Background: an optimization exercise with open tools, aiming at small area, a short achievable clock period and few clock cycles. Do not read the settings as production practice. Where RTL was checked, it was by simulation tests only, not by an equivalence proof against the original. Only the layout flow was run in run 1; the RTL was not checked for function there. Power and IR drop assume default switching activity.

$ cat flow/run.sh
#!/bin/bash
# The standard layout (the standard.sh, synthesis included, unchanged), except that
# the port buffers are plain buffers instead of the default delay cells. Its make output
# goes to standard.log here; ORFS's own per-step logs stay under orfs/logs.
set -euo pipefail
bash standard.sh BUFFER_PORTS_ARGS="-buffer_cell sky130_fd_sc_hd__buf_2" finish > standard.log 2>&1
$ cat standard.sh
#!/bin/bash
# synth_recipe.tcl (not shown) runs the flow's synth.tcl, then flattens the netlist and writes it again
# the make line also repeats each setting of config.mk as NAME=value (left out here)
make -C /OpenROAD-flow-scripts/flow DESIGN_CONFIG=/design/flow/config.mk WORK_HOME=/design/flow/orfs CLKGATE_MAP_FILE= SYNTH_SCRIPT=/design/flow/synth_recipe.tcl "${@:-finish}"
$ cat config.mk
export PLATFORM = sky130hd
export DESIGN_NAME = wn_dot
export DESIGN_NICKNAME = wn_dot
export VERILOG_FILES = /design/flow/design.v
export SDC_FILE = /design/flow/constraint.sdc
export NUM_CORES = 4
export LEC_CHECK = 0
export ABC_AREA = 1
export CAP_MARGIN = 20
export CORE_MARGIN = 2
export CORE_UTILIZATION = 55
export PLACE_DENSITY = 0.65
export SETUP_SLACK_MARGIN = 3.5
export SLEW_MARGIN = 20
$ cat constraint.sdc
create_clock -name core_clock -period 8.0 [get_ports {clk}]
set_input_delay 1.6000 -clock core_clock [delete_from_list [all_inputs] [get_ports {clk}]]
set_output_delay 1.6000 -clock core_clock [all_outputs]
set_load 0.01 [all_outputs]
$ cat design.v
module wn_dot #(
   parameter int unsigned NCH  = 16,
   parameter int unsigned DW   = 8,
   parameter int unsigned AW   = 4,
   parameter int unsigned ACCW = 2*DW+AW,
   parameter int unsigned OW   = DW
) (
   input  logic                     clk,
   input  logic                     xrst,
   input  logic                     start,
   input  logic [AW-1:0]            len,
   input  logic                     relu,
   output logic [AW-1:0]            x_raddr,
   input  logic signed [DW-1:0]     x_rdata,
   output logic [NCH*AW-1:0]        w_raddr,
   input  logic signed [NCH*DW-1:0] w_rdata,
   output logic [NCH*OW-1:0]        y,
   output logic                     busy,
   output logic                     finish
);
   localparam logic [ACCW-1:0] K_TERM = 20'hfab00;
   localparam int unsigned NCOPY = 2;
   logic          r_busy;
   logic          r_run;       
   logic [AW-1:0] r_addr;
   logic [AW-1:0] r_len_m1;
   logic          r_relu;
   logic          r_first1;    
   logic          r_last1, r_last2;
   logic          r_finish;
   logic [ACCW-1:0] w_pre;     
   logic w_accept, w_fetch, w_last;
   assign w_accept = start & ~r_busy;
   assign w_fetch  = w_accept | r_run;
   assign w_last   = w_accept ? (len == AW'(1)) : (r_run & (r_addr == r_len_m1));
   always_ff @(posedge clk or negedge xrst) begin
      if (!xrst) begin
         r_busy   <= 1'b0;
         r_run    <= 1'b0;
         r_addr   <= '0;
         r_len_m1 <= '0;
         r_relu   <= 1'b0;
         r_first1 <= 1'b0;
         r_last1  <= 1'b0;
         r_last2  <= 1'b0;
         r_finish <= 1'b0;
      end else begin
         r_busy   <= w_accept | (r_busy & ~r_last2);
         r_run    <= w_fetch & ~w_last;
         r_addr   <= (w_fetch & ~w_last) ? r_addr + AW'(1) : '0;
         if (w_accept) begin
            r_len_m1 <= len - AW'(1);
            r_relu   <= relu;
         end
         r_first1 <= w_accept;
         r_last1  <= w_last;
         r_last2  <= r_last1;
         r_finish <= r_last2;
      end
   end
   assign w_pre = ACCW'({r_len_m1 + AW'(1) == '0, AW'(r_len_m1 + AW'(1))}) * K_TERM;
   logic [3:0] w_one, w_two, w_neg;
   always_comb begin
      for (int k = 0; k < 4; k++) begin
         logic b2, b1, b0;
         b2 = x_rdata[2*k+1];
         b1 = x_rdata[2*k];
         b0 = (k == 0) ? 1'b0 : x_rdata[2*k-1];
         w_one[k] = b1 ^ b0;
         w_two[k] = (b2 & ~b1 & ~b0) | (~b2 & b1 & b0);
         w_neg[k] = b2;
      end
   end
   logic [3:0] r_one0, r_two0, r_neg0;
   always_ff @(posedge clk) begin
      r_one0 <= w_one;
      r_two0 <= w_two;
      r_neg0 <= w_neg;
   end
   logic [3:0] r_one1, r_two1, r_neg1;
   always_ff @(posedge clk) begin
      r_one1 <= w_one;
      r_two1 <= w_two;
      r_neg1 <= ~w_neg;
   end
   logic [DW-1:0]   r_w   [NCH];
   logic [ACCW-1:0] r_acc [NCH];    
   logic [ACCW-1:0] w_sum [NCH];
   logic [1:0]      r_cs  [NCH];    
   logic [1:0]      w_cs  [NCH];
   for (genvar c = 0; c < NCH; c++) begin : g_ch
      logic [ACCW-1:0] w_ain;
      logic [3:0]      w_c_one, w_c_two, w_c_neg;
      assign w_ain = r_acc[c];
      always_comb begin
         if (c / (NCH / NCOPY) == 0) begin
            w_c_one = r_one0;
            w_c_two = r_two0;
            w_c_neg = r_neg0;
         end
         else if (c / (NCH / NCOPY) == 1) begin
            w_c_one = r_one1;
            w_c_two = r_two1;
            w_c_neg = ~r_neg1;
         end
         else begin
            w_c_one = r_one0;
            w_c_two = r_two0;
            w_c_neg = r_neg0;
         end
      end
      wn_dot_mac u_mac (.i_one(w_c_one), .i_two(w_c_two), .i_neg(w_c_neg), .i_w(r_w[c]),
                        .i_acc(w_ain), .i_cs(r_cs[c]), .o_cs(w_cs[c]),
                        .o_sum(w_sum[c]));
      always_ff @(posedge clk) begin
         r_w[c]   <= w_rdata[c*DW +: DW];
         r_acc[c] <= r_first1 ? w_pre : w_sum[c];
         r_cs[c]  <= r_first1 ? '0 : w_cs[c];
      end
   end
   always_comb begin
      for (int c = 0; c < NCH; c++) begin
         logic [3:0] mid;
         logic [7:0] hi;
         logic       cs1, cs2, cmid, add1, add2, neg, top1, top0, in_range;
         logic       hi_m0, hi_m1;           
         mid  = r_acc[c][11:8];
         hi   = r_acc[c][19:12];
         cs1  = r_cs[c][0];
         cs2  = r_cs[c][1];
         cmid = cs1 & (mid == '1);
         add1 = cs2 | cmid;                  
         add2 = cs2 & cmid;                  
         hi_m0 = hi == '1;
         hi_m1 = hi == {{(7){1'b1}}, 1'b0};
         top1 = ((mid == '1) & ~cs1 | (mid == {{(3){1'b1}}, 1'b0}) & cs1)
                & (hi_m0 & ~cs2 | hi_m1 & cs2);
         top0 = (mid == '0) & ~cs1 & ((hi == '0) & ~cs2 | hi_m0 & cs2)
              | (mid == '1) & cs1 & (hi_m0 & ~cs2 | hi_m1 & cs2);
         neg  = hi[7] ^ (add1 & (hi[6:0] == '1) | add2 & (hi[6:0] == {{(6){1'b1}}, 1'b0}));
         in_range = (top1 & (r_acc[c][7:OW-1] == '1)) | (top0 & (r_acc[c][7:OW-1] == '0));
         if (r_relu && neg) y[c*OW +: OW] = '0;
         else if (in_range) y[c*OW +: OW] = r_acc[c][OW-1:0];
         else if (neg)      y[c*OW +: OW] = {1'b1, {(OW-1){1'b0}}};
         else               y[c*OW +: OW] = {1'b0, {(OW-1){1'b1}}};
      end
   end
   assign x_raddr = r_addr;
   assign w_raddr = {NCH{r_addr}};
   assign busy    = r_busy;
   assign finish  = r_finish;
endmodule
module wn_dot_mac (
   input  logic [3:0]  i_one,    
   input  logic [3:0]  i_two,    
   input  logic [3:0]  i_neg,    
   input  logic [7:0]  i_w,
   input  logic [19:0] i_acc,
   input  logic [1:0]  i_cs,     
   output logic [1:0]  o_cs,
   output logic [19:0] o_sum
);
   logic s1, c1;
   logic s2, c2;
   logic s3, c3;
   logic s4, c4;
   logic s5, c5;
   logic s6, c6;
   logic s7, c7;
   logic s8, c8;
   logic s9, c9;
   logic s10, c10;
   logic s11, c11;
   logic s12, c12;
   logic s13, c13;
   logic s14, c14;
   logic s15, c15;
   logic s16, c16;
   logic s17, c17;
   logic s18, c18;
   logic s19, c19;
   logic s20, c20;
   logic s21, c21;
   logic s22, c22;
   logic s23, c23;
   logic s24, c24;
   logic s25, c25;
   logic s26, c26;
   logic s27, c27;
   logic s28, c28;
   logic s29, c29;
   logic s30, c30;
   logic s31, c31;
   logic s32, c32;
   logic s33, c33;
   logic s34, c34;
   logic s35, c35;
   logic s36, c36;
   assign s1 = i_acc[4] ^ i_neg[2];
   assign c1 = i_acc[4] & i_neg[2];
   assign s2 = i_acc[5] ^ (i_neg[0] ^ ((i_one[0] & i_w[5]) | (i_two[0] & i_w[4])));
   assign c2 = i_acc[5] & (i_neg[0] ^ ((i_one[0] & i_w[5]) | (i_two[0] & i_w[4])));
   assign s3 = i_acc[6] ^ i_neg[3] ^ (i_neg[0] ^ ((i_one[0] & i_w[6]) | (i_two[0] & i_w[5])));
   assign c3 = (i_acc[6] & i_neg[3]) | (i_acc[6] & (i_neg[0] ^ ((i_one[0] & i_w[6]) | (i_two[0] & i_w[5])))) | (i_neg[3] & (i_neg[0] ^ ((i_one[0] & i_w[6]) | (i_two[0] & i_w[5]))));
   assign s4 = (i_neg[1] ^ ((i_one[1] & i_w[4]) | (i_two[1] & i_w[3]))) ^ (i_neg[2] ^ ((i_one[2] & i_w[2]) | (i_two[2] & i_w[1])));
   assign c4 = (i_neg[1] ^ ((i_one[1] & i_w[4]) | (i_two[1] & i_w[3]))) & (i_neg[2] ^ ((i_one[2] & i_w[2]) | (i_two[2] & i_w[1])));
   assign s5 = i_acc[7] ^ (i_neg[0] ^ ((i_one[0] & i_w[7]) | (i_two[0] & i_w[6]))) ^ (i_neg[1] ^ ((i_one[1] & i_w[5]) | (i_two[1] & i_w[4])));
   assign c5 = (i_acc[7] & (i_neg[0] ^ ((i_one[0] & i_w[7]) | (i_two[0] & i_w[6])))) | (i_acc[7] & (i_neg[1] ^ ((i_one[1] & i_w[5]) | (i_two[1] & i_w[4])))) | ((i_neg[0] ^ ((i_one[0] & i_w[7]) | (i_two[0] & i_w[6]))) & (i_neg[1] ^ ((i_one[1] & i_w[5]) | (i_two[1] & i_w[4]))));
   assign s6 = (i_neg[2] ^ ((i_one[2] & i_w[3]) | (i_two[2] & i_w[2]))) ^ (i_neg[3] ^ ((i_one[3] & i_w[1]) | (i_two[3] & i_w[0])));
   assign c6 = (i_neg[2] ^ ((i_one[2] & i_w[3]) | (i_two[2] & i_w[2]))) & (i_neg[3] ^ ((i_one[3] & i_w[1]) | (i_two[3] & i_w[0])));
   assign s7 = i_acc[8] ^ i_cs[0] ^ (i_neg[1] ^ ((i_one[1] & i_w[6]) | (i_two[1] & i_w[5])));
   assign c7 = (i_acc[8] & i_cs[0]) | (i_acc[8] & (i_neg[1] ^ ((i_one[1] & i_w[6]) | (i_two[1] & i_w[5])))) | (i_cs[0] & (i_neg[1] ^ ((i_one[1] & i_w[6]) | (i_two[1] & i_w[5]))));
   assign s8 = (i_neg[2] ^ ((i_one[2] & i_w[4]) | (i_two[2] & i_w[3]))) ^ (i_neg[3] ^ ((i_one[3] & i_w[2]) | (i_two[3] & i_w[1]))) ^ ~(i_neg[0] ^ ((i_one[0] & i_w[7]) | (i_two[0] & i_w[7])));
   assign c8 = ((i_neg[2] ^ ((i_one[2] & i_w[4]) | (i_two[2] & i_w[3]))) & (i_neg[3] ^ ((i_one[3] & i_w[2]) | (i_two[3] & i_w[1])))) | ((i_neg[2] ^ ((i_one[2] & i_w[4]) | (i_two[2] & i_w[3]))) & ~(i_neg[0] ^ ((i_one[0] & i_w[7]) | (i_two[0] & i_w[7])))) | ((i_neg[3] ^ ((i_one[3] & i_w[2]) | (i_two[3] & i_w[1]))) & ~(i_neg[0] ^ ((i_one[0] & i_w[7]) | (i_two[0] & i_w[7]))));
   assign s9 = i_acc[9] ^ (i_neg[1] ^ ((i_one[1] & i_w[7]) | (i_two[1] & i_w[6]))) ^ (i_neg[2] ^ ((i_one[2] & i_w[5]) | (i_two[2] & i_w[4])));
   assign c9 = (i_acc[9] & (i_neg[1] ^ ((i_one[1] & i_w[7]) | (i_two[1] & i_w[6])))) | (i_acc[9] & (i_neg[2] ^ ((i_one[2] & i_w[5]) | (i_two[2] & i_w[4])))) | ((i_neg[1] ^ ((i_one[1] & i_w[7]) | (i_two[1] & i_w[6]))) & (i_neg[2] ^ ((i_one[2] & i_w[5]) | (i_two[2] & i_w[4]))));
   assign s10 = i_acc[10] ^ (i_neg[2] ^ ((i_one[2] & i_w[6]) | (i_two[2] & i_w[5])));
   assign c10 = i_acc[10] & (i_neg[2] ^ ((i_one[2] & i_w[6]) | (i_two[2] & i_w[5])));
   assign s11 = i_acc[2] ^ i_neg[1];
   assign c11 = i_acc[2] & i_neg[1];
   assign s12 = i_acc[3] ^ (i_neg[0] ^ ((i_one[0] & i_w[3]) | (i_two[0] & i_w[2])));
   assign c12 = i_acc[3] & (i_neg[0] ^ ((i_one[0] & i_w[3]) | (i_two[0] & i_w[2])));
   assign s13 = (i_neg[0] ^ ((i_one[0] & i_w[4]) | (i_two[0] & i_w[3]))) ^ (i_neg[1] ^ ((i_one[1] & i_w[2]) | (i_two[1] & i_w[1]))) ^ (i_neg[2] ^ (i_one[2] & i_w[0]));
   assign c13 = ((i_neg[0] ^ ((i_one[0] & i_w[4]) | (i_two[0] & i_w[3]))) & (i_neg[1] ^ ((i_one[1] & i_w[2]) | (i_two[1] & i_w[1])))) | ((i_neg[0] ^ ((i_one[0] & i_w[4]) | (i_two[0] & i_w[3]))) & (i_neg[2] ^ (i_one[2] & i_w[0]))) | ((i_neg[1] ^ ((i_one[1] & i_w[2]) | (i_two[1] & i_w[1]))) & (i_neg[2] ^ (i_one[2] & i_w[0])));
   assign s14 = c1 ^ (i_neg[1] ^ ((i_one[1] & i_w[3]) | (i_two[1] & i_w[2]))) ^ (i_neg[2] ^ ((i_one[2] & i_w[1]) | (i_two[2] & i_w[0])));
   assign c14 = (c1 & (i_neg[1] ^ ((i_one[1] & i_w[3]) | (i_two[1] & i_w[2])))) | (c1 & (i_neg[2] ^ ((i_one[2] & i_w[1]) | (i_two[2] & i_w[0])))) | ((i_neg[1] ^ ((i_one[1] & i_w[3]) | (i_two[1] & i_w[2]))) & (i_neg[2] ^ ((i_one[2] & i_w[1]) | (i_two[2] & i_w[0]))));
   assign s15 = (i_neg[3] ^ (i_one[3] & i_w[0])) ^ c2 ^ s4;
   assign c15 = ((i_neg[3] ^ (i_one[3] & i_w[0])) & c2) | ((i_neg[3] ^ (i_one[3] & i_w[0])) & s4) | (c2 & s4);
   assign s16 = c4 ^ s6 ^ c3;
   assign c16 = (c4 & s6) | (c4 & c3) | (s6 & c3);
   assign s17 = c6 ^ c5 ^ s7;
   assign c17 = (c6 & c5) | (c6 & s7) | (c5 & s7);
   assign s18 = (i_neg[3] ^ ((i_one[3] & i_w[3]) | (i_two[3] & i_w[2]))) ^ c7 ^ c8;
   assign c18 = ((i_neg[3] ^ ((i_one[3] & i_w[3]) | (i_two[3] & i_w[2]))) & c7) | ((i_neg[3] ^ ((i_one[3] & i_w[3]) | (i_two[3] & i_w[2]))) & c8) | (c7 & c8);
   assign s19 = (i_neg[3] ^ ((i_one[3] & i_w[4]) | (i_two[3] & i_w[3]))) ^ ~(i_neg[1] ^ ((i_one[1] & i_w[7]) | (i_two[1] & i_w[7]))) ^ s10;
   assign c19 = ((i_neg[3] ^ ((i_one[3] & i_w[4]) | (i_two[3] & i_w[3]))) & ~(i_neg[1] ^ ((i_one[1] & i_w[7]) | (i_two[1] & i_w[7])))) | ((i_neg[3] ^ ((i_one[3] & i_w[4]) | (i_two[3] & i_w[3]))) & s10) | (~(i_neg[1] ^ ((i_one[1] & i_w[7]) | (i_two[1] & i_w[7]))) & s10);
   assign s20 = i_acc[11] ^ (i_neg[2] ^ ((i_one[2] & i_w[7]) | (i_two[2] & i_w[6]))) ^ (i_neg[3] ^ ((i_one[3] & i_w[5]) | (i_two[3] & i_w[4])));
   assign c20 = (i_acc[11] & (i_neg[2] ^ ((i_one[2] & i_w[7]) | (i_two[2] & i_w[6])))) | (i_acc[11] & (i_neg[3] ^ ((i_one[3] & i_w[5]) | (i_two[3] & i_w[4])))) | ((i_neg[2] ^ ((i_one[2] & i_w[7]) | (i_two[2] & i_w[6]))) & (i_neg[3] ^ ((i_one[3] & i_w[5]) | (i_two[3] & i_w[4]))));
   assign s21 = i_acc[12] ^ i_cs[1] ^ (i_neg[3] ^ ((i_one[3] & i_w[6]) | (i_two[3] & i_w[5])));
   assign c21 = (i_acc[12] & i_cs[1]) | (i_acc[12] & (i_neg[3] ^ ((i_one[3] & i_w[6]) | (i_two[3] & i_w[5])))) | (i_cs[1] & (i_neg[3] ^ ((i_one[3] & i_w[6]) | (i_two[3] & i_w[5]))));
   assign s22 = i_acc[0] ^ i_neg[0];
   assign c22 = i_acc[0] & i_neg[0];
   assign s23 = i_acc[1] ^ (i_neg[0] ^ ((i_one[0] & i_w[1]) | (i_two[0] & i_w[0])));
   assign c23 = i_acc[1] & (i_neg[0] ^ ((i_one[0] & i_w[1]) | (i_two[0] & i_w[0])));
   assign s24 = (i_neg[0] ^ ((i_one[0] & i_w[2]) | (i_two[0] & i_w[1]))) ^ (i_neg[1] ^ (i_one[1] & i_w[0])) ^ s11;
   assign c24 = ((i_neg[0] ^ ((i_one[0] & i_w[2]) | (i_two[0] & i_w[1]))) & (i_neg[1] ^ (i_one[1] & i_w[0]))) | ((i_neg[0] ^ ((i_one[0] & i_w[2]) | (i_two[0] & i_w[1]))) & s11) | ((i_neg[1] ^ (i_one[1] & i_w[0])) & s11);
   assign s25 = c11 ^ (i_neg[1] ^ ((i_one[1] & i_w[1]) | (i_two[1] & i_w[0]))) ^ s12;
   assign c25 = (c11 & (i_neg[1] ^ ((i_one[1] & i_w[1]) | (i_two[1] & i_w[0])))) | (c11 & s12) | ((i_neg[1] ^ ((i_one[1] & i_w[1]) | (i_two[1] & i_w[0]))) & s12);
   assign s26 = s1 ^ c12 ^ s13;
   assign c26 = (s1 & c12) | (s1 & s13) | (c12 & s13);
   assign s27 = s2 ^ c13 ^ s14;
   assign c27 = (s2 & c13) | (s2 & s14) | (c13 & s14);
   assign s28 = c14 ^ s3 ^ s15;
   assign c28 = (c14 & s3) | (c14 & s15) | (s3 & s15);
   assign s29 = s5 ^ c15 ^ s16;
   assign c29 = (s5 & c15) | (s5 & s16) | (c15 & s16);
   assign s30 = s8 ^ c16 ^ s17;
   assign c30 = (s8 & c16) | (s8 & s17) | (c16 & s17);
   assign s31 = s9 ^ c17 ^ s18;
   assign c31 = (s9 & c17) | (s9 & s18) | (c17 & s18);
   assign s32 = c9 ^ s19 ^ c18;
   assign c32 = (c9 & s19) | (c9 & c18) | (s19 & c18);
   assign s33 = c10 ^ s20 ^ c19;
   assign c33 = (c10 & s20) | (c10 & c19) | (s20 & c19);
   assign s34 = ~(i_neg[2] ^ ((i_one[2] & i_w[7]) | (i_two[2] & i_w[7]))) ^ c20 ^ s21;
   assign c34 = (~(i_neg[2] ^ ((i_one[2] & i_w[7]) | (i_two[2] & i_w[7]))) & c20) | (~(i_neg[2] ^ ((i_one[2] & i_w[7]) | (i_two[2] & i_w[7]))) & s21) | (c20 & s21);
   assign s35 = i_acc[13] ^ (i_neg[3] ^ ((i_one[3] & i_w[7]) | (i_two[3] & i_w[6]))) ^ c21;
   assign c35 = (i_acc[13] & (i_neg[3] ^ ((i_one[3] & i_w[7]) | (i_two[3] & i_w[6])))) | (i_acc[13] & c21) | ((i_neg[3] ^ ((i_one[3] & i_w[7]) | (i_two[3] & i_w[6]))) & c21);
   assign s36 = i_acc[14] ^ ~(i_neg[3] ^ ((i_one[3] & i_w[7]) | (i_two[3] & i_w[7])));
   assign c36 = i_acc[14] & ~(i_neg[3] ^ ((i_one[3] & i_w[7]) | (i_two[3] & i_w[7])));
   logic [19:0] w_ra, w_rb;
   assign w_ra = {i_acc[19], i_acc[18], i_acc[17], i_acc[16], i_acc[15], s36, c34, s34, s33, s32, c30, c29, c28, c27, c26, c25, c24, c23, c22, (i_neg[0] ^ (i_one[0] & i_w[0]))};
   assign w_rb = {1'b0, 1'b0, 1'b0, 1'b0, c36, c35, s35, c33, c32, c31, s31, s30, s29, s28, s27, s26, s25, s24, s23, s22};
   assign {o_cs[0], o_sum[7:0]} = 9'(w_ra[7:0]) + 9'(w_rb[7:0]);
   assign {o_cs[1], o_sum[11:8]} = 5'(w_ra[11:8]) + 5'(w_rb[11:8]);
   assign o_sum[19:12] = w_ra[19:12] + w_rb[19:12];
endmodule
==> results of run 1 <==
[registers in the layout, summed over array words and instances, names as in the netlist, 4 cells and up]
signal and cells:
r_acc 320, r_addr 4, r_cs 32, r_len_m1 4
r_neg0 4, r_neg1 4, r_one1 4, r_two1 4
r_w 128
[cells by family after synthesis]
kind of cell,after synthesis,synth area share [%]
AO/OA/AOI/OAI,1224,14.1
AND/OR/NAND/NOR,1742,14.0
buffers and inverters,1392,11.2
flip-flops,511,20.5
XOR/XNOR,608,10.6
adder cells (fa/ha/maj),910,29.6
[per-layer routing]
metal	global-route usage (%)	routed length [microns]
met5	0	40
met4	9.07	4120
met3	8.43	17000
met2	48.7	64900
met1	49.8	72200
[worst min-delay path by stage]
stage / to / cells after the start
final: r_last2 / 0
after detailed placement: r_last2 / 0
after global routing: r_last2 / 0
after CTS: r_last2 / 0
after floorplan: r_last2 / 0
after global placement: r_last2 / 0
[synthesized netlist by cell type (2+ instances only)]
master	count	area, sq um
nand3_1	252	1260
nand3_2	2	20.0
o21ai_0	244	1220
nor2_1	434	1630
a211oi_1	32	240
nand2_1	958	3600
o21ai_2	3	26.3
buf_4	66	495
nand4_1	16	100
a21o_1	7	52.6
buf_1	23	86.3
o211ai_1	2	15.0
and3_1	8	50.1
inv_1	1093	4100
buf_2	106	531
nor3_1	64	320
dfrtp_1	15	375
nand2_2	3	18.8
xnor2_1	6	52.6
o21ai_1	8	40.0
o22ai_1	448	2800
fa_1	469	9390
clkbuf_1	94	353
xor2_1	600	5260
nand3b_1	2	15.0
clkinv_1	3	11.3
a221oi_1	16	140
dfxtp_1	496	9930
o21ba_2	9	90.1
a21oi_1	389	1950
inv_2	5	18.8
nor3_2	2	20.0
ha_1	441	5520
o31ai_1	32	240
o21bai_1	33	248
[cell type report]
type	count	share of cell area, %
diodes	4	0.0182
clock buffers	93	3.58
clock inverters	27	0.469
inverters	1102	7.76
multi-input cells	4484	62.7
flip-flops and latches	511	18.8
well taps	1176	2.68
repair buffers	392	3.99
repair inverters	1	0.0159
[timing repair]
action | CTS | global route
setup buffers | 0 | 4
pin swaps | 0 | 1
cloned | 0 | 1
setup endpoints to repair | 144 | 169
resized for setup | 19 | 48
hold endpoints to repair | 0 | 0
[through the flow]
step,cells,area (sq um),utilization [%]
after CTS,7781,54800,60.6
after global routing,7787,55000,60.9
after floorplan,6387,50300,-
final,7790,55000,60.9
after global placement,7660,52400,58.1
after detailed placement,7661,52500,58.1
[layout by cell type, fill, tap and decap left out, types with 9 or more instances in the layout]
cell | Yosys | routed
nand4_1 | 16 | 16
o21bai_1 | 33 | 33
o21ba_2 | 9 | 9
clkbuf_16 | 0 | 69
dfrtp_1 | 15 | 13
o22ai_1 | 448 | 448
o31ai_1 | 32 | 32
dfxtp_1 | 496 | 490
a21oi_1 | 389 | 388
xor2_1 | 600 | 599
nor2_1 | 434 | 432
nand3_1 | 252 | 250
nand2_2 | 3 | 15
ha_1 | 441 | 441
clkbuf_8 | 0 | 15
o21ai_0 | 244 | 243
nand2_1 | 958 | 946
buf_4 | 66 | 37
clkbuf_1 | 94 | 9
buf_2 | 106 | 341
a221oi_1 | 16 | 16
nor3_1 | 64 | 61
clkinv_2 | 1 | 16
fa_1 | 469 | 469
inv_1 | 1093 | 1084
a211oi_1 | 32 | 32
[where the power goes]
| part | internal, mW | switching [mW] |
|---|---|---|
| logic | 8.31 | 11.8 |
| registers | 3.95 | 1.07 |
| clock network | 1.85 | 1.29 |
| total | 14.1 | 14.2 |
==> impl_table.tex, run 1 <==
\begin{tabular}{lr}
\hline
Metric & Value \\
\hline
\multicolumn{2}{l}{\textbf{Clocking}} \\
\quad TritonCTS clock tree & done \\
\quad Clock-pin slew reported for the worst setup and hold paths after clock tree synthesis & 50 ps \\
\quad Total clock buffers created by CTS & 68 \\
\quad Maximum root-to-sink buffer count & 3 \\
\quad Clock sink total & roughly 500 \\
\quad Clock tree root driver cell & clkbuf\_16 \\
\quad Number of hold buffers added after CTS & 0 \\
\quad Clk Latency, worst-skew pair & 650 ps \\
\quad H-tree depth & 3 \\
\multicolumn{2}{l}{\textbf{Yosys}} \\
\quad Sequential element share of the synthesized area & about 20\% \\
\quad Number of synthesized flops with an enable pin & 0 \\
\quad Warnings from Yosys & 9 \\
\quad Nets in the synthesized netlist & 7,441 \\
\quad Fraction of registers with async set/reset & 2.94\% \\
\quad Count of unique library cells instantiated by Yosys & a little over 40 \\
\quad Synthesized instance count & 6,387 \\
\quad Register bit total from synthesis & $\sim$500 \\
\quad Post-Syn Area per Cell & 7.87 sq um \\
\quad Most common flop cell mapped by yosys & dfxtp\_1 \\
\quad Mapped cell area & 0.0503 sq mm \\
\multicolumn{2}{l}{\textbf{Routing}} \\
\quad Drt via density & 5.67 \\
\quad Detail Route Antenna Nets & 0 \\
\quad DRC errors left & 0 \\
\quad Via total after detailed routing & between 40,000 and 50,000 \\
\quad Drt initial violations & 4,263 \\
\quad Total length of routed wires & approximately 160,000 microns \\
\quad Count of TritonRoute iterations in the first routing pass & 6 \\
\quad Detail-routed net length per standard cell & 20.3 microns \\
\multicolumn{2}{l}{\textbf{Floorplan}} \\
\quad Standard-cell rows & 110 \\
\quad Die outline height & 306 microns \\
\quad Die Area & 0.0939 sq mm \\
\quad Die X & 306 microns \\
\quad Count of pins on the block boundary & 342 \\
\quad Initial cell density of the core & between 50\% and 60\% \\
\quad Core outline area & 0.0903 sq mm \\
\multicolumn{2}{l}{\textbf{Power and ir drop}} \\
\quad Power per Cell Area & roughly 510 mW/mm\^{}2 \\
\quad Static Leakage & 28.6 nW \\
\quad IR drop worst, VDD & 0.228 mV \\
\quad Post-route total power & $\sim$28 mW \\
\multicolumn{2}{l}{\textbf{Critical path}} \\
\quad Stage delay of the slowest cell on the critical path & about 380 ps \\
\quad Reg-to-reg endpoint & r\_acc[7][7] \\
\quad Cell family contributing the most delay on the critical path & buffers and inverters \\
\quad Critical path data required time & approximately 6400 ps \\
\quad Type of the setup path with the least slack & register to output pin \\
\quad Critical Path Sink Type & output pin \\
\quad Max FO, Critical Path & 17 \\
\quad Cell depth of the worst setup path & 8 \\
\quad Worst setup path endpoint & y[123] \\
\quad Crit path top cell by count & buf\_4 \\
\quad Setup slack, reg-to-reg & between 3000 and 4000 ps \\
\quad CP max stage cell & nor2\_1 \\
\quad Critical path buffers and inverters & 5 \\
\quad WP data arrival & 2870 ps \\
\quad Worst-path cell chain & buf\_4 > clkinv\_1 > buf\_4 > nor2\_1 > inv\_1 > nand3\_1 > nand2\_1 > buf\_2 \\
\quad Setup crit start kind & register \\
\quad First element of the critical path & r\_relu \\
\quad Reg2reg path depth & 17 \\
\quad Reg-to-reg critical path startpoint & r\_one1[2] \\
\multicolumn{2}{l}{\textbf{Global routing}} \\
\quad Residual overflow from global routing & 0 \\
\quad Maximum number of pins on one net before global-route repair & 118 \\
\quad Initial antenna violation count & 8 \\
\quad Total routing usage reported by global routing & 33.7\% \\
\quad Global-route wire length before repair & 246,000 microns \\
\quad Vias in the first global route & $\sim$42,000 \\
\multicolumn{2}{l}{\textbf{Worst hold path}} \\
\quad Hold path startpoint & r\_last1 \\
\quad Class of the most critical hold timing path & register to register \\
\multicolumn{2}{l}{\textbf{STA}} \\
\quad Pin slew with the least headroom to its limit & around 1100 ps \\
\quad TNS Setup & 0 ps \\
\quad Clock Skews & 29.4 ps \\
\quad Unrepaired setup endpoints after global routing & true \\
\quad Pins Over Slew Limit & 0 \\
\quad Post-route worst hold slack & 350 ps \\
\quad Final setup violation count & 0 \\
\quad Min Tclk post-route & 4470 ps \\
\quad Peak Freq & 224 MHz \\
\quad Share of the cycle needed by the critical path after routing & between 50\% and 60\% \\
\quad Worst-case setup margin in the final layout & 3530 ps \\
\quad Fin. Hold Viols & 0 \\
\quad Worst max-slew margin expressed relative to the limit & 23.2\% \\
\multicolumn{2}{l}{\textbf{Run}} \\
\quad Max-cap violations & 0 \\
\multicolumn{2}{l}{\textbf{Final layout}} \\
\quad Multi-input logic area & 0.0345 sq mm \\
\quad Number of nets in the finished design & 7,614 \\
\quad Layout overhead on the synthesized area & 9.33\% \\
\quad Sequential cell area & 0.0103 sq mm \\
\quad FILL cells & 8,256 \\
\quad Proportion of layout cells with a drive suffix above 1 & between 8 and 9\% \\
\multicolumn{2}{l}{\textbf{Status}} \\
\quad Run status & complete, no violations \\
\multicolumn{2}{l}{\textbf{Placed design}} \\
\quad Port Buf Inserts & 341 \\
\quad Final HPWL from detailed placement & 111,000 microns \\
\quad Place WS & between 3000 and 4000 ps \\
\quad RD Place Congestion & about 0.9 \\
\hline
\end{tabular}
==> inputs of run 2 (changes only) <==
--- a/design.v
+++ b/design.v
@@ -139,10 +139,8 @@
               | (mid == '1) & cs1 & (hi_m0 & ~cs2 | hi_m1 & cs2);
          neg  = hi[7] ^ (add1 & (hi[6:0] == '1) | add2 & (hi[6:0] == {{(6){1'b1}}, 1'b0}));
          in_range = (top1 & (r_acc[c][7:OW-1] == '1)) | (top0 & (r_acc[c][7:OW-1] == '0));
-         if (r_relu && neg) y[c*OW +: OW] = '0;
-         else if (in_range) y[c*OW +: OW] = r_acc[c][OW-1:0];
-         else if (neg)      y[c*OW +: OW] = {1'b1, {(OW-1){1'b0}}};
-         else               y[c*OW +: OW] = {1'b0, {(OW-1){1'b1}}};
+         y[c*OW +: OW] = {~(r_relu & neg) & (in_range ? r_acc[c][OW-1] : neg),
+                          {(OW-1){~(r_relu & neg)}} & (in_range ? r_acc[c][OW-2:0] : {(OW-1){~neg}})};
       end
    end
    assign x_raddr = r_addr;
--- a/config.mk
+++ b/config.mk
@@ -10,5 +10,5 @@
 export CORE_MARGIN = 2
 export CORE_UTILIZATION = 55
 export PLACE_DENSITY = 0.65
-export SETUP_SLACK_MARGIN = 3.5
+export SETUP_SLACK_MARGIN = 4.0
 export SLEW_MARGIN = 20
==> run 2 against run 1 <==
Clock skew increased by 2.8 ps. First-iteration DRC count increased by 2.4%. Routed wire length increased by 4.2%. Still clean on timing, DRC and antenna. Fmax increased by 12%. Die area increased by 0.30%. Worst setup slack improved by 480 ps.
==> impl_table.tex, run 2 <==
\begin{tabular}{lr}
\hline
Metric & Value \\
\hline
\multicolumn{2}{l}{\textbf{Status}} \\
\quad Run status & complete, no violations \\
\multicolumn{2}{l}{\textbf{Critical path}} \\
\quad CP max stage cell & dfxtp\_1 \\
\quad Critical Path Sink Type & output pin \\
\quad WP data arrival & approximately 2400 ps \\
\quad Stage delay of the slowest cell on the critical path & 440 ps \\
\quad Crit path top cell by count & nand2\_1 \\
\quad Max FO, Critical Path & 7 \\
\quad Setup crit start kind & register \\
\quad Worst-path cell chain & nand2\_1 > nor2\_2 > nand2\_1 > nand2\_1 > nand2\_1 > nand2\_4 > nand3\_4 > a21oi\_1 > buf\_2 \\
\quad Critical path data required time & 6400 ps \\
\quad Type of the setup path with the least slack & register to output pin \\
\multicolumn{2}{l}{\textbf{Clocking}} \\
\quad Clk Latency, worst-skew pair & 640 ps \\
\quad TritonCTS clock tree & done \\
\quad Number of hold buffers added after CTS & 0 \\
\quad Clock-pin slew reported for the worst setup and hold paths after clock tree synthesis & 60 ps \\
\quad Clock tree root driver cell & clkbuf\_16 \\
\quad H-tree depth & 3 \\
\quad Maximum root-to-sink buffer count & 3 \\
\quad Clock sink total & 511 \\
\quad Total clock buffers created by CTS & 67 \\
\multicolumn{2}{l}{\textbf{Worst hold path}} \\
\quad Class of the most critical hold timing path & register to register \\
\multicolumn{2}{l}{\textbf{Final layout}} \\
\quad Commonest cells after routing, fill and taps aside & inv\_1 (1,118), nand2\_1 (868), xor2\_1 (596) \\
\quad Number of flip-flops under the largest register name & 320 \\
\quad Post-layout util & 63.8\% \\
\quad Number of nets in the finished design & 7,741 \\
\quad Leading cell type in the layout, fill and taps excluded & inv\_1 \\
\quad Proportion of layout cells with a drive suffix above 1 & between 10\% and 20\% \\
\quad Registers with the highest flip-flop counts & r\_acc (320), r\_w (128), r\_cs (32) \\
\quad \# diodes & 0 \\
\quad Register with the most flip-flops & r\_acc \\
\quad Layout overhead on the synthesized area & 15.3\% \\
\quad FILL cells & a little over 8,000 \\
\multicolumn{2}{l}{\textbf{STA}} \\
\quad TNS Setup & 0 ps \\
\quad Peak Freq & 251 MHz \\
\quad Share of the cycle needed by the critical path after routing & around 50\% \\
\quad Min Tclk post-route & 3990 ps \\
\quad Worst max-slew margin expressed relative to the limit & 28.8\% \\
\quad Final setup violation count & 0 \\
\quad Pin slew with the least headroom to its limit & roughly 1100 ps \\
\quad Fin. Hold Viols & 0 \\
\quad Unrepaired setup endpoints after global routing & true \\
\quad Clock Skews & 32.3 ps \\
\quad Pins Over Slew Limit & 0 \\
\multicolumn{2}{l}{\textbf{Global routing}} \\
\quad Vias in the first global route & 42,800 \\
\quad Met1 Resource Use GR & 48.8\% \\
\quad Met3 demand-to-capacity share in global routing & under 10\% \\
\quad Maximum number of pins on one net before global-route repair & 80 \\
\quad Total routing usage reported by global routing & 33.5\% \\
\quad Layer carrying the most global-route usage & met2 \\
\quad Met2 track demand over resource in global routing & 50.2\% \\
\quad Initial antenna violation count & 6 \\
\quad Residual overflow from global routing & 0 \\
\quad Global-route wire length before repair & 247,000 microns \\
\multicolumn{2}{l}{\textbf{Yosys}} \\
\quad Cell type with the highest aggregate area in the netlist & dfxtp\_1 \\
\quad Most used standard cell by instance count after synthesis & inv\_1 \\
\quad Top cell types by occurrence after synthesis & inv\_1 (1,130), nand2\_1 (959), xor2\_1 (598), dfxtp\_1 (496), fa\_1 (469) \\
\quad Compound-Gate Fraction of Synth Area & 13.6\% \\
\quad Register bit total from synthesis & 511 \\
\quad Post-Syn Area per Cell & 7.86 sq um \\
\quad Number of synthesized flops with an enable pin & 0 \\
\quad Sequential element share of the synthesized area & 20.4\% \\
\quad Fraction of registers with async set/reset & 2.94\% \\
\quad Ranking of synthesized cells by area & dfxtp\_1 (20\%), fa\_1 (19\%), ha\_1 (11\%), xor2\_1 (10\%), inv\_1 (8.4\%) \\
\quad Synthesized instance count & 6,415 \\
\quad Synth Area in Simple Gates & 14.3\% \\
\quad Largest family of logic cells by synthesized area & adder cells \\
\quad Warnings from Yosys & 9 \\
\quad Share of synthesized cell area in full adder, half adder and majority cells & 29.6\% \\
\quad Multiplexer fraction of the synthesized cell area & 0\% \\
\quad Most common flop cell mapped by yosys & dfxtp\_1 \\
\quad Count of unique library cells instantiated by Yosys & 44 \\
\quad Xor and xnor area share after synthesis & 10.6\% \\
\quad Nets in the synthesized netlist & about 7,500 \\
\quad Synth top area share & 19.7\% \\
\quad Mapped cell area & between 0.05 and 0.06 sq mm \\
\multicolumn{2}{l}{\textbf{Placed design}} \\
\quad Port Buf Inserts & 341 \\
\quad Final HPWL from detailed placement & $\sim$110,000 microns \\
\quad RD Place Congestion & 0.874 \\
\multicolumn{2}{l}{\textbf{Run}} \\
\quad Max-cap violations & 0 \\
\multicolumn{2}{l}{\textbf{Power and ir drop}} \\
\quad Power per Cell Area & $\sim$500 mW/mm\^{}2 \\
\quad IR drop worst, VDD & $\sim$0.23 mV \\
\quad Static Leakage & 29.8 nW \\
\multicolumn{2}{l}{\textbf{Routing}} \\
\quad Count of TritonRoute iterations in the first routing pass & 8 \\
\quad Detail Route Antenna Nets & 0 \\
\quad Via total after detailed routing & about 45,000 \\
\quad Total length of routed wires & 165,000 microns \\
\quad Drt initial violations & around 4,400 \\
\quad DRC errors left & 0 \\
\quad Drt via density & 5.68 \\
\quad Detail-routed net length per standard cell & roughly 21 microns \\
\multicolumn{2}{l}{\textbf{Floorplan}} \\
\quad Count of pins on the block boundary & 342 \\
\quad Die X & between 300 and 400 microns \\
\quad Die Area & 0.0941 sq mm \\
\quad Initial cell density of the core & 55.3\% \\
\quad Core outline area & about 0.091 sq mm \\
\quad Die outline height & 307 microns \\
\quad Standard-cell rows & between 100 and 150 \\
\hline
\end{tabular}
run 2: cell count changes after synthesis, moves of 15 or more:
cell,previous run,this run
o31ai_1,32,16
and2_1,0,16
a21oi_1,389,347
nand4_1,16,31
a211oi_1,32,16
inv_1,1093,1130
nand3_1,252,225
inv_2,5,21
o211ai_1,2,18
run 2: cell families after synthesis:
kind of cell    after synthesis
simple gates               1760
buf+inv                    1445
compound gates             1182
fa+ha+maj                   910
xor+xnor                    607
flops                       511
run 2: final cells by class:
| type | instances | area [sq um] | share of cell area (%) |
|---|---|---|---|
| Tap cell | 1186 | 1480 | 2.55 |
| Clock inverter | 20 | 310 | 0.533 |
| Inverter | 1154 | 4570 | 7.85 |
| Sequential cell | 511 | 10400 | 17.9 |
| Clock buffer | 96 | 1970 | 3.39 |
| Multi-Input combinational cell | 4459 | 35800 | 61.5 |
| Timing Repair inverter | 11 | 104 | 0.178 |
| Timing Repair Buffer | 483 | 3550 | 6.09 |
run 2: worst max-delay path, delay by kind of cell, from the launching register on:
kind / cells / cell delay (ps)
simple gates: 7 / 940
flops: 1 / 440
compound gates: 1 / 220
buf+inv: 1 / 170
run 2: per-stage QoR:
step	hold WS [ps]	cells	setup slack, ps	instance area (sq um)	total power, mW
floorplan	331	6415	4080	50400	20.4
global placement	336	7692	2960	52600	24.2
detailed placement	346	7692	2910	52600	24.7
CTS	354	7843	3980	56300	28.4
global route	353	7920	3950	58200	32.8
finish	352	7920	4010	58200	29.1
run 2: final timing paths:
kind / cells past startpoint / from / slack [ps] / end
setup reg to reg: 10 / r_neg0[3] / 4120 / r_acc[6][11]
setup / recovery: 9 / r_cs[6][0] / 4010 / y[53]
min in group asynchronous: 1 / xrst / 860 / r_run
hold reg to reg: 0 / r_last1 / 350 / r_last2
hold / removal: 0 / r_last1 / 350 / r_last2
max in group asynchronous: 1 / xrst / 6860 / r_first1
run 2: layer usage:
layer,vias up,part of all wire [%]
li1,21100,-
met1,21500,44
met2,2114,42
met3,295,11
met4,6,2.8
met5,-,0.029
run 2: repair_timing:
action                                  4_1_cts  5_1_grt
gates cloned                                  7       15
endpoints found under the setup margin      376      276
setup buffers                                28       62
gates resized for setup                     259      302
pin swaps                                    32       62
run 2: power by group:
group / total, mW / internal (mW) / switching (mW)
Sequential: 5.06 / 3.99 / 1.07
Clock: 3.23 / 1.96 / 1.26
Combinational: 20.8 / 8.60 / 12.2
Testbench counts of run 2, summed over its fixed seeds: cycles 17,126.
==> inputs of run 3 (changes only) <==
--- a/config.mk
+++ b/config.mk
@@ -5,7 +5,7 @@
 export SDC_FILE = /design/flow/constraint.sdc
 export NUM_CORES = 4
 export LEC_CHECK = 0
-export ABC_AREA = 1
+export ABC_AREA = 0
 export CAP_MARGIN = 20
 export CORE_MARGIN = 2
 export CORE_UTILIZATION = 55
==> run 3 against run 2 <==
Combinational power rose by 6%. Fmax fell by 2.4%. Cell count fell by 15%. Clock-buffer cell count rose by 1. Global-route usage rose by 1.2 points. Synthesized area fell by 2.7%. Total power rose by 5.5%. Critical path depth rose by 1.
==> impl_table.tex, run 3 <==
\begin{tabular}{lr}
\hline
Metric & Value \\
\hline
\multicolumn{2}{l}{\textbf{Routing}} \\
\quad Via total after detailed routing & 39,900 \\
\quad DRC errors left & 0 \\
\quad Total length of routed wires & $\sim$160,000 microns \\
\quad Drt via density & 5.93 \\
\quad Count of TritonRoute iterations in the first routing pass & 8 \\
\quad Detail Route Antenna Nets & 0 \\
\quad Drt initial violations & 4,366 \\
\quad Detail-routed net length per standard cell & 24.2 microns \\
\multicolumn{2}{l}{\textbf{Floorplan}} \\
\quad Die outline height & 303 microns \\
\quad Count of pins on the block boundary & 342 \\
\quad Standard-cell rows & 109 \\
\quad Core outline area & between 0.08 and 0.09 sq mm \\
\quad Initial cell density of the core & between 50\% and 60\% \\
\quad Die Area & between 0.09 and 0.1 sq mm \\
\quad Die X & between 300 and 400 microns \\
\multicolumn{2}{l}{\textbf{Yosys}} \\
\quad Most used standard cell by instance count after synthesis & inv\_1 \\
\quad Post-Syn Area per Cell & 9.23 sq um \\
\quad Top cell types by occurrence after synthesis & inv\_1 (687), xnor2\_1 (652), dfxtp\_1 (496), fa\_1 (469), a22oi\_1 (448) \\
\quad Ranking of synthesized cells by area & dfxtp\_1 (20\%), fa\_1 (19\%), xnor2\_1 (12\%), ha\_1 (11\%), a22oi\_1 (6.9\%) \\
\quad Cell type with the highest aggregate area in the netlist & dfxtp\_1 \\
\quad Mapped cell area & 0.0491 sq mm \\
\quad Sequential element share of the synthesized area & 21.0\% \\
\quad Synthesized instance count & $\sim$5,300 \\
\quad Nets in the synthesized netlist & 6,371 \\
\quad Number of synthesized flops with an enable pin & 0 \\
\quad Most common flop cell mapped by yosys & dfxtp\_1 \\
\quad Fraction of registers with async set/reset & 2.94\% \\
\quad Warnings from Yosys & 9 \\
\quad Synth top area share & 20.2\% \\
\quad Register bit total from synthesis & 511 \\
\quad Count of unique library cells instantiated by Yosys & 53 \\
\multicolumn{2}{l}{\textbf{Clocking}} \\
\quad H-tree depth & 3 \\
\quad TritonCTS clock tree & done \\
\quad Clock sink total & 511 \\
\quad Total clock buffers created by CTS & 67 \\
\quad Clock-pin slew reported for the worst setup and hold paths after clock tree synthesis & 60 ps \\
\quad Clk Latency, worst-skew pair & 660 ps \\
\quad Clock tree root driver cell & clkbuf\_16 \\
\quad Maximum root-to-sink buffer count & 3 \\
\multicolumn{2}{l}{\textbf{STA}} \\
\quad Final setup violation count & 0 \\
\quad Pins Over Slew Limit & 0 \\
\quad Unrepaired setup endpoints after global routing & true \\
\quad Worst max-slew margin expressed relative to the limit & 24.4\% \\
\quad TNS Setup & 0 ps \\
\quad Peak Freq & around 240 MHz \\
\quad Min Tclk post-route & slightly above 4000 ps \\
\quad Fin. Hold Viols & 0 \\
\quad Share of the cycle needed by the critical path after routing & 51.1\% \\
\quad Clock Skews & 32.7 ps \\
\quad Pin slew with the least headroom to its limit & 1130 ps \\
\multicolumn{2}{l}{\textbf{Critical path}} \\
\quad Critical path data required time & between 6000 and 7000 ps \\
\quad CP max stage cell & dfxtp\_4 \\
\quad WP data arrival & about 2500 ps \\
\quad Worst-path cell chain & nor4\_4 > nand4\_1 > o31ai\_4 > a31oi\_1 > buf\_4 > o22ai\_4 > buf\_12 > buf\_12 > o21a\_1 > buf\_2 \\
\quad Setup crit start kind & register \\
\quad Critical Path Sink Type & output pin \\
\quad Type of the setup path with the least slack & register to output pin \\
\quad Crit path top cell by count & buf\_12 \\
\quad Stage delay of the slowest cell on the critical path & 360 ps \\
\quad Max FO, Critical Path & 5 \\
\multicolumn{2}{l}{\textbf{Power and ir drop}} \\
\quad Static Leakage & 25.8 nW \\
\quad Power per Cell Area & roughly 530 mW/mm\^{}2 \\
\quad IR drop worst, VDD & 0.265 mV \\
\quad Post-route total power & between 30 and 40 mW \\
\multicolumn{2}{l}{\textbf{Final layout}} \\
\quad Sequential cell area & 0.0106 sq mm \\
\quad Proportion of layout cells with a drive suffix above 1 & 21.2\% \\
\quad Layout overhead on the synthesized area & 17.4\% \\
\quad Leading cell type in the layout, fill and taps excluded & inv\_1 \\
\quad Number of nets in the finished design & 6,572 \\
\quad Commonest cells after routing, fill and taps aside & inv\_1 (654), xnor2\_1 (652), fa\_1 (468) \\
\quad Number of flip-flops under the largest register name & 320 \\
\quad Register with the most flip-flops & r\_acc \\
\quad Registers with the highest flip-flop counts & r\_acc (320), r\_w (128), r\_cs (32) \\
\quad Multi-input logic area & about 0.036 sq mm \\
\quad FILL cells & approximately 7,000 \\
\multicolumn{2}{l}{\textbf{Status}} \\
\quad Run status & complete, no violations \\
\multicolumn{2}{l}{\textbf{Global routing}} \\
\quad Maximum number of pins on one net before global-route repair & 100 \\
\quad Residual overflow from global routing & 0 \\
\quad Vias in the first global route & 38,600 \\
\quad Total routing usage reported by global routing & 34.8\% \\
\quad Initial antenna violation count & 4 \\
\quad Global-route wire length before repair & 241,000 microns \\
\multicolumn{2}{l}{\textbf{Placed design}} \\
\quad RD Place Congestion & 0.881 \\
\quad Final HPWL from detailed placement & 102,000 microns \\
\quad Port Buf Inserts & 341 \\
\multicolumn{2}{l}{\textbf{Run}} \\
\quad Max-cap violations & 0 \\
\multicolumn{2}{l}{\textbf{Worst hold path}} \\
\quad Class of the most critical hold timing path & register to register \\
\hline
\end{tabular}
==> run 3: cell types whose count changed after synthesis, moves of 92 or more <==
cell,before,now
o22ai_1,448,17
a21oi_1,347,195
o21a_1,0,112
nor2_1,426,207
xor2_1,598,184
nor2b_1,0,92
buf_2,94,2
nand2_1,959,147
inv_1,1130,687
clkbuf_2,0,102
a22oi_1,0,448
xnor2_1,6,652
clkbuf_1,97,219
nand3_1,225,38
==> run 3: worst paths after layout <==
| path | from | end | slack (ps) | cells after the start |
|---|---|---|---|---|
| hold / removal | r_last1 | r_last2 | 350 | 0 |
| max in group asynchronous | xrst | r_len_m1[0] | 6870 | 1 |
| setup / recovery | r_acc[5][13] | y[44] | 3910 | 10 |
| min in group asynchronous | xrst | r_addr[3] | 840 | 1 |
| hold reg to reg | r_last1 | r_last2 | 350 | 0 |
| setup reg to reg | r_len_m1[1] | r_acc[15][19] | 4080 | 20 |
==> run 3: power breakdown <==
part / internal [mW] / switching (mW)
registers: 4.14 / 1.28
clock network: 1.95 / 1.29
logic: 10.3 / 11.7
total: 16.4 / 14.3
==> run 3: layout make-up <==
type,instances,area share (%)
antenna,1,0.00434
sequential,511,18.4
clock inverter,22,0.619
tap,1165,2.53
inverter,692,4.60
multi-input combinational,3685,62.4
timing repair buffer,561,8.00
clock buffer,97,3.37
==> run 3: worst max-delay path, delay by kind of cell (launching register included) <==
kind	cells	cell delay, ps
AO/OA/AOI/OAI	4	430
buffers and inverters	4	570
flip-flops	1	360
AND/OR/NAND/NOR	2	450
==> run 3: metrics by stage <==
stage	instance area (sq um)	utilization [%]	instances	hold WS [ps]	worst slack (ps)
after global routing	57600	65.2	6733	380	3820
final	57600	65.2	6734	350	3910
after CTS	56100	63.4	6670	350	3930
after detailed placement	50700	57.4	6439	347	3060
after global placement	50700	57.4	6439	337	3120
after floorplan	49100	-	5317	331	4020
==> run 3: routing by layer <==
| layer | vias to the layer above | global-route usage, % | share of wire (%) |
|---|---|---|---|
| li1 | 17900 | - | - |
| met1 | 19400 | 52.8 | 44 |
| met2 | 2317 | 47.9 | 40 |
| met3 | 281 | 9.49 | 13 |
| met4 | 2 | 9.44 | 2.9 |
| met5 | - | 0.776 | 0.0074 |
==> run 3: timing repair <==
action,4_1_cts,5_1_grt
gates cloned,4,7
pin swaps,72,64
gates resized for setup,436,231
buffers inserted,108,56
hold buffers,0,0
endpoints found under the setup margin,343,238
==> run 3: cell families after synthesis <==
| kind of cell | synth area share, % |
|---|---|
| fa+ha+maj | 30.7 |
| compound gates | 16.4 |
| simple gates | 7.05 |
| buf+inv | 9.42 |
| mux | 0.390 |
| xor+xnor | 15.0 |
| flops | 21.0 |
==> inputs of run 4 (changes only) <==
==> flow/run.sh (replaced) <==
#!/bin/bash
# The standard layout (the standard.sh), with two changes:
#  - after the standard synthesis, flow/fa_polarity.py flips the polarity of full adders
#    (FA(~a,~b,~c) = ~FA(a,b,c)) to drop inverters around them; registers are untouched
#  - the port buffers are plain buffers instead of the default delay cells
# Each tool's output goes to a log here: synth.log, fa_polarity.log, layout.log
# (ORFS's own per-step logs stay under orfs/logs).
set -euo pipefail
ARGS=(BUFFER_PORTS_ARGS="-buffer_cell sky130_fd_sc_hd__buf_2")
RES=$PWD/orfs/results/$FLOW_PLATFORM/wn_dot/base
bash standard.sh "${ARGS[@]}" "$RES/1_2_yosys.v" > synth.log 2>&1
python3 flow/fa_polarity.py "$RES/1_2_yosys.v" "$RES/1_2_yosys.fapol.v" > fa_polarity.log 2>&1
cp "$RES/1_2_yosys.v" "$RES/1_2_yosys.orig.v"
mv "$RES/1_2_yosys.fapol.v" "$RES/1_2_yosys.v"
bash standard.sh "${ARGS[@]}" finish > layout.log 2>&1
==> flow/fa_polarity.py (new file) <==
#!/usr/bin/env python3
"""Remove inverters around full-adder cells in a Yosys gate netlist.

A full adder is self-dual: FA(~a, ~b, ~c) gives ~SUM and ~COUT. So a full adder whose
inputs mostly arrive through inverters can take the true signals instead and deliver
inverted outputs, which then cancel inverters at its loads. This script picks, for each
sky130 full adder, the polarity that needs the fewest inverters (greedy passes until no
change), and rewrites the netlist with the inverters that are still needed. The
function of every net that is a port or a register pin is unchanged, and no register
is touched.

usage: fa_polarity.py IN.v OUT.v
"""
import re
import sys
from collections import defaultdict

FA = 'sky130_fd_sc_hd__fa_1'
INV_CELLS = {'sky130_fd_sc_hd__inv_1', 'sky130_fd_sc_hd__inv_2', 'sky130_fd_sc_hd__clkinv_1'}
OUT_PINS = {'X', 'Y', 'Q', 'Q_N', 'SUM', 'COUT', 'HI', 'LO'}

src = open(sys.argv[1]).read()
m = re.search(r'\n(\s*\w+\s+[\\\w$.\[\]]+\s*\()', src)
# split header (declarations) and cell instances
inst_re = re.compile(r'^  (sky130_fd_sc_hd__\w+) (\S+)\s+\(\n(.*?)\n  \);\n', re.S | re.M)
cells = []
for mm in inst_re.finditer(src):
    typ, name, body = mm.group(1), mm.group(2), mm.group(3)
    pins = []
    for pm in re.finditer(r'\.(\w+)\((.*?)\)(?:,|$)', body, re.M):
        pins.append((pm.group(1), pm.group(2).strip()))
    cells.append([typ, name, pins, mm.start(), mm.end()])
ncell = len(re.findall(r'^  sky130_fd_sc_hd__', src, re.M))
assert ncell == len(cells), (ncell, len(cells))
first = cells[0][3]
last = cells[-1][4]
header, footer = src[:first], src[last:]
assert 'assign' not in src, 'netlist has assigns'

# inverters: out -> in
inv_in = {}
for typ, name, pins, _, _ in cells:
    if typ in INV_CELLS:
        d = dict(pins)
        inv_in[d['Y']] = d['A']

def root(net):
    pol = 0
    seen = 0
    while net in inv_in:
        net = inv_in[net]
        pol ^= 1
        seen += 1
        assert seen < 100
    return net, pol

port_nets = set()
for d in re.finditer(r'^\s*(input|output)\s+(\[\d+:\d+\]\s+)?(\S+);', header, re.M):
    rng, nm = d.group(2), d.group(3)
    if rng:
        hi, lo = map(int, re.findall(r'\d+', rng))
        for i in range(min(hi, lo), max(hi, lo) + 1):
            port_nets.add(f'{nm}[{i}]')
    else:
        port_nets.add(nm)

XSWAP = {'sky130_fd_sc_hd__xor2_1': 'sky130_fd_sc_hd__xnor2_1',
         'sky130_fd_sc_hd__xnor2_1': 'sky130_fd_sc_hd__xor2_1'}
fa_cells = [c for c in cells if c[0] == FA]
x_cells = [c for c in cells if c[0] in XSWAP]
flip = {c[1]: 0 for c in fa_cells}
xflip = {c[1]: 0 for c in x_cells}
drv_fa = {}          # root net -> (fa name) for FA outputs
for c in fa_cells:
    d = dict(c[2])
    drv_fa[d['SUM']] = c[1]
    drv_fa[d['COUT']] = c[1]
drv_x = {}
for c in x_cells:
    d = dict(c[2])
    drv_x[d['Y'] if 'Y' in d else d['X']] = c[1]

# loads: list of (cell name, pin, root, pol); inverter cells are dropped as loads,
# except inverters that drive ports (kept as plain loads to preserve the port net)
loads = defaultdict(list)     # root -> list of [cellname, pin, pol]
keep_inv = set()
for typ, name, pins, _, _ in cells:
    if typ in INV_CELLS:
        d = dict(pins)
        if d['Y'] in port_nets:
            keep_inv.add(name)
        else:
            continue
    for p, n in pins:
        if p in OUT_PINS:
            continue
        if n.startswith("1'b"):
            continue
        r, pol = root(n)
        loads[r].append([name, p, pol])
fa_inputs = {c[1]: [] for c in fa_cells}
for r, ls in loads.items():
    for l in ls:
        if l[0] in fa_inputs:
            fa_inputs[l[0]].append((r, l))

def phys(r):
    f = drv_fa.get(r)
    if f:
        return flip[f]
    x = drv_x.get(r)
    return xflip[x] if x else 0

def need_inv(r):
    p = phys(r)
    return any((l[2] ^ (flip[l[0]] if l[0] in flip else 0)) != p for l in loads.get(r, []))

def cost_around(fname):
    rs = set(r for r, _ in fa_inputs[fname])
    c = [x for x in fa_cells_by_name[fname][2] if x[0] in ('SUM', 'COUT')]
    rs.update(n for _, n in c)
    return rs

fa_cells_by_name = {c[1]: c for c in fa_cells}
fixed = set()
for c in fa_cells:
    for p, n in c[2]:
        if n.startswith("1'b") or (p in ('SUM', 'COUT') and n in port_nets):
            fixed.add(c[1])
total0 = sum(1 for r in loads if need_inv(r))
for it in range(20):
    changed = 0
    for c in fa_cells:
        f = c[1]
        if f in fixed:
            continue
        rs = cost_around(f)
        before = sum(need_inv(r) for r in rs)
        flip[f] ^= 1
        after = sum(need_inv(r) for r in rs)
        if after < before:
            changed += 1
        else:
            flip[f] ^= 1
    for r, xn in drv_x.items():
        before = need_inv(r)
        xflip[xn] ^= 1
        after = need_inv(r)
        if after < before:
            changed += 1
        else:
            xflip[xn] ^= 1
    if not changed:
        break
total1 = sum(1 for r in loads if need_inv(r))
sys.stderr.write(f'inverted roots: {total0} -> {total1}; flipped {sum(flip.values())} of {len(fa_cells)} adders, {sum(xflip.values())} xor/xnor; '
                 f'inverters in netlist before: {sum(1 for c in cells if c[0] in INV_CELLS)}\n')

# rewrite: each root that needs its opposite physical polarity gets one inverter
out_cells = []
newinv = {}
k = 0
def inv_of(r):
    global k
    if r not in newinv:
        k += 1
        newinv[r] = (f'fapol_inv{k}', f'fapol_n{k}')
    return newinv[r][1]

for typ, name, pins, _, _ in cells:
    if typ in INV_CELLS and name not in keep_inv:
        continue
    newpins = []
    for p, n in pins:
        if p in OUT_PINS or n.startswith("1'b"):
            newpins.append((p, n))
            continue
        r, pol = root(n)
        want = pol ^ (flip[name] if name in flip else 0)
        if typ in INV_CELLS:
            # kept inverter driving a port: feed it the polarity it needs
            want = pol
        if want == phys(r):
            newpins.append((p, r))
        else:
            newpins.append((p, inv_of(r)))
    if name in xflip and xflip[name]:
        typ = XSWAP[typ]
        outpin = 'Y' if typ.endswith('xnor2_1') else 'X'
        newpins = [(outpin if p in ('X', 'Y') else p, n) for p, n in newpins]
    out_cells.append((typ, name, newpins))

# physical outputs of flipped adders carry the complement of the original net; the
# original net name keeps its logical meaning only where it is used through root(),
# so the flipped adder keeps its output net names (now holding the complement).
def esc(n):
    # escaped identifiers end at whitespace
    return n + ' ' if n.startswith('\\') else n
lines = []
for typ, name, pins in out_cells:
    lines.append(f'  {typ} {esc(name)} (\n' + ',\n'.join(f'    .{p}({esc(n)})' for p, n in pins) + '\n  );\n')
for r, (iname, onet) in newinv.items():
    lines.append(f'  sky130_fd_sc_hd__inv_1 {iname} (\n    .A({esc(r)}),\n    .Y({onet})\n  );\n')
decl = ''.join(f'  wire {onet};\n' for _, onet in newinv.values())
# declarations go before the first cell
hdr = header
open(sys.argv[2], 'w').write(hdr + decl + ''.join(lines) + footer)
sys.stderr.write(f'new inverters: {len(newinv)}\n')
--- a/config.mk
+++ b/config.mk
@@ -5,7 +5,7 @@
 export SDC_FILE = /design/flow/constraint.sdc
 export NUM_CORES = 4
 export LEC_CHECK = 0
-export ABC_AREA = 0
+export ABC_AREA = 1
 export CAP_MARGIN = 20
 export CORE_MARGIN = 2
 export CORE_UTILIZATION = 55
==> run 4 against run 3 <==
Fmax up 2.1%. Non-clock buffer count shrank 82. Clock power grew 2%. Clock skew shrank 9.5 ps. Combinational power fell by 6%.
==> impl_table.tex, run 4 <==
\begin{tabular}{lr}
\hline
Metric & Value \\
\hline
\multicolumn{2}{l}{\textbf{STA}} \\
\quad TNS Setup & 0 ps \\
\quad Clock Skews & 23.2 ps \\
\quad Unrepaired setup endpoints after global routing & true \\
\quad Worst max-slew margin expressed relative to the limit & 19.9\% \\
\quad Fin. Hold Viols & 0 \\
\quad Min Tclk post-route & 4000 ps \\
\quad Worst-case setup margin in the final layout & between 3000 and 4000 ps \\
\quad Final setup violation count & 0 \\
\quad Share of the cycle needed by the critical path after routing & 50.1\% \\
\quad Pins Over Slew Limit & 0 \\
\quad Post-route worst hold slack & 352 ps \\
\quad Peak Freq & 250 MHz \\
\quad Pin slew with the least headroom to its limit & around 1200 ps \\
\multicolumn{2}{l}{\textbf{Global routing}} \\
\quad Initial antenna violation count & 3 \\
\quad Total routing usage reported by global routing & 35.2\% \\
\quad Maximum number of pins on one net before global-route repair & 78 \\
\quad Vias in the first global route & around 40,000 \\
\quad Residual overflow from global routing & 0 \\
\quad Global-route wire length before repair & between 200,000 and 250,000 microns \\
\multicolumn{2}{l}{\textbf{Critical path}} \\
\quad Setup crit start kind & register \\
\quad Stage delay of the slowest cell on the critical path & 380 ps \\
\quad Critical path buffers and inverters & 3 \\
\quad Worst-path cell chain & nand2\_4 > nand2\_4 > nor3\_4 > nand4\_1 > buf\_6 > buf\_6 > nand3\_4 > a21oi\_2 > buf\_2 \\
\quad CP max stage cell & nor3\_4 \\
\quad Max FO, Critical Path & 7 \\
\quad Critical path data required time & 6400 ps \\
\quad Cell family contributing the most delay on the critical path & simple AND/OR/NAND/NOR gates \\
\quad Critical Path Sink Type & output pin \\
\quad Setup slack, reg-to-reg & about 4100 ps \\
\quad Type of the setup path with the least slack & register to output pin \\
\quad WP data arrival & 2400 ps \\
\multicolumn{2}{l}{\textbf{Clocking}} \\
\quad Clock-pin slew reported for the worst setup and hold paths after clock tree synthesis & approximately 60 ps \\
\quad H-tree depth & 3 \\
\quad Clock tree root driver cell & clkbuf\_16 \\
\quad Maximum root-to-sink buffer count & 3 \\
\quad Total clock buffers created by CTS & 67 \\
\quad Clk Latency, worst-skew pair & 660 ps \\
\quad TritonCTS clock tree & done \\
\quad Clock sink total & 511 \\
\quad Number of hold buffers added after CTS & 0 \\
\multicolumn{2}{l}{\textbf{Routing}} \\
\quad DR WL met3 & 23,700 microns \\
\quad Top routing layer used & met5 \\
\quad Total length of routed wires & 167,000 microns \\
\quad Met1 layer wirelength in the final routing & 73,400 microns \\
\quad Detail Route Antenna Nets & 0 \\
\quad Met2 wire length & roughly 65,000 microns \\
\quad Via total after detailed routing & approximately 44,000 \\
\quad Drt via density & 5.95 \\
\quad Detail-routed net length per standard cell & 22.8 microns \\
\quad DRC errors left & 0 \\
\quad Count of TritonRoute iterations in the first routing pass & 6 \\
\quad Drt initial violations & 5,062 \\
\multicolumn{2}{l}{\textbf{Yosys}} \\
\quad Warnings from Yosys & 9 \\
\quad Nets in the synthesized netlist & 6,916 \\
\quad Post-Syn Area per Cell & 8.25 sq um \\
\quad Mapped cell area & a little under 0.05 sq mm \\
\quad Synthesized instance count & 5,862 \\
\multicolumn{2}{l}{\textbf{Final layout}} \\
\quad Register with the most flip-flops & r\_acc \\
\quad Layout overhead on the synthesized area & 16.6\% \\
\quad Leading cell type in the layout, fill and taps excluded & nand2\_1 \\
\quad Number of nets in the finished design & roughly 7,200 \\
\quad Commonest cells after routing, fill and taps aside & nand2\_1 (861), inv\_1 (571), xor2\_1 (470) \\
\quad FILL cells & 7,444 \\
\quad Multi-input logic area & around 0.036 sq mm \\
\quad Number of flip-flops under the largest register name & 320 \\
\quad Post-layout util & between 60\% and 70\% \\
\quad Registers with the highest flip-flop counts & r\_acc (320), r\_w (128), r\_cs (32) \\
\quad Proportion of layout cells with a drive suffix above 1 & 16.8\% \\
\quad Final instance area & about 0.056 sq mm \\
\quad Sequential cell area & between 0.01 and 0.015 sq mm \\
\multicolumn{2}{l}{\textbf{Status}} \\
\quad Run status & complete, no violations \\
\multicolumn{2}{l}{\textbf{Floorplan}} \\
\quad Die Area & around 0.09 sq mm \\
\quad Standard-cell rows & between 100 and 150 \\
\quad Core outline area & between 0.08 and 0.09 sq mm \\
\quad Initial cell density of the core & 55.6\% \\
\quad Die outline height & $\sim$300 microns \\
\quad Count of pins on the block boundary & 342 \\
\quad Die X & 301 microns \\
\multicolumn{2}{l}{\textbf{Power and ir drop}} \\
\quad IR drop worst, VDD & between 0.2 and 0.25 mV \\
\quad Power per Cell Area & 519 mW/mm\^{}2 \\
\quad Static Leakage & about 27 nW \\
\multicolumn{2}{l}{\textbf{Run}} \\
\quad Max-cap violations & 0 \\
\multicolumn{2}{l}{\textbf{Placed design}} \\
\quad Dpl cell area & 0.0505 sq mm \\
\quad Place WS & 2890 ps \\
\quad RD Place Congestion & 0.913 \\
\quad Port Buf Inserts & 341 \\
\quad Final HPWL from detailed placement & 111,000 microns \\
\multicolumn{2}{l}{\textbf{Worst hold path}} \\
\quad Class of the most critical hold timing path & register to register \\
\hline
\end{tabular}
run 4: stage by stage:
step,power [mW],cells
2_1_floorplan,20.1,5862
3_3_place_gp,24.1,7116
3_5_place_dp,24.6,7116
4_1_cts,28.4,7268
5_1_grt,32.7,7338
6_report,29.3,7340
run 4: final timing paths:
check / from / to / depth (start not counted)
hold / removal: r_last1 / r_last2 / 0
hold reg to reg: r_last1 / r_last2 / 0
max in group asynchronous: xrst / r_first1 / 1
setup reg to reg: r_one1[1] / r_cs[2][1] / 14
min in group asynchronous: xrst / r_addr[2] / 1
setup / recovery: r_cs[4][0] / y[34] / 9
run 4: layout make-up:
type | count | area share, %
well taps | 1155 | 2.56
flip-flops and latches | 511 | 18.6
diodes | 2 | 0.00887
repair buffers | 479 | 6.23
clock buffers | 89 | 3.37
clock inverters | 32 | 0.788
inverters | 601 | 4.46
repair inverters | 11 | 0.189
multi-input cells | 4460 | 63.8
run 4: power breakdown:
group / internal [mW] / switching (mW)
clock network: 1.98 / 1.33
logic: 8.71 / 12.0
registers: 4.01 / 1.23
run 4: layer usage:
layer | vias up | global-route usage (%)
met5 | - | 1.69
met4 | 2 | 10.8
met3 | 321 | 11.9
met2 | 2571 | 46.6
met1 | 20800 | 53.0
li1 | 20000 | -
run 4: timing repair:
action / 4_1_cts / 5_1_grt
buffers inserted: 25 / 51
gates resized for setup: 325 / 349
pin swaps: 47 / 99
setup endpoints to repair: 373 / 248
endpoints found under the hold margin: 0 / 0
gates cloned: 6 / 19

[re-timing with driven ports]
The results above use ideal ports. As a check the final layouts listed here were re-extracted and re-timed, cells and wires unchanged. Step 1 assumes that a clkbuf_16 drives the clock port and a buf_2 every other input. Step 2 times the ports against the registers' clock, not the clock port: input delays grow and output delays shrink by t, the midpoint of the rising clock arrivals with the driver on. Slacks: ideal / step 1 / step 2; pairs: ideal / step 1.
| run | shift t [ns] | slack for setup (ns) | worst setup path after step 2 | pins driven straight from the clock port |
|---|---|---|---|---|
| run 1 | 0.706 | 3.531 / 3.457 / 3.700 | register to register | 1 |
| run 2 | 0.702 | 4.011 / 3.935 / 4.116 | register to register | 1 |
| run 3 | 0.714 | 3.913 / 3.843 / 4.085 | register to register | 1 |
| run 4 | 0.716 | 3.996 / 3.922 / 4.119 | register to register | 1 |
After both steps setup and hold are still met in every run listed.
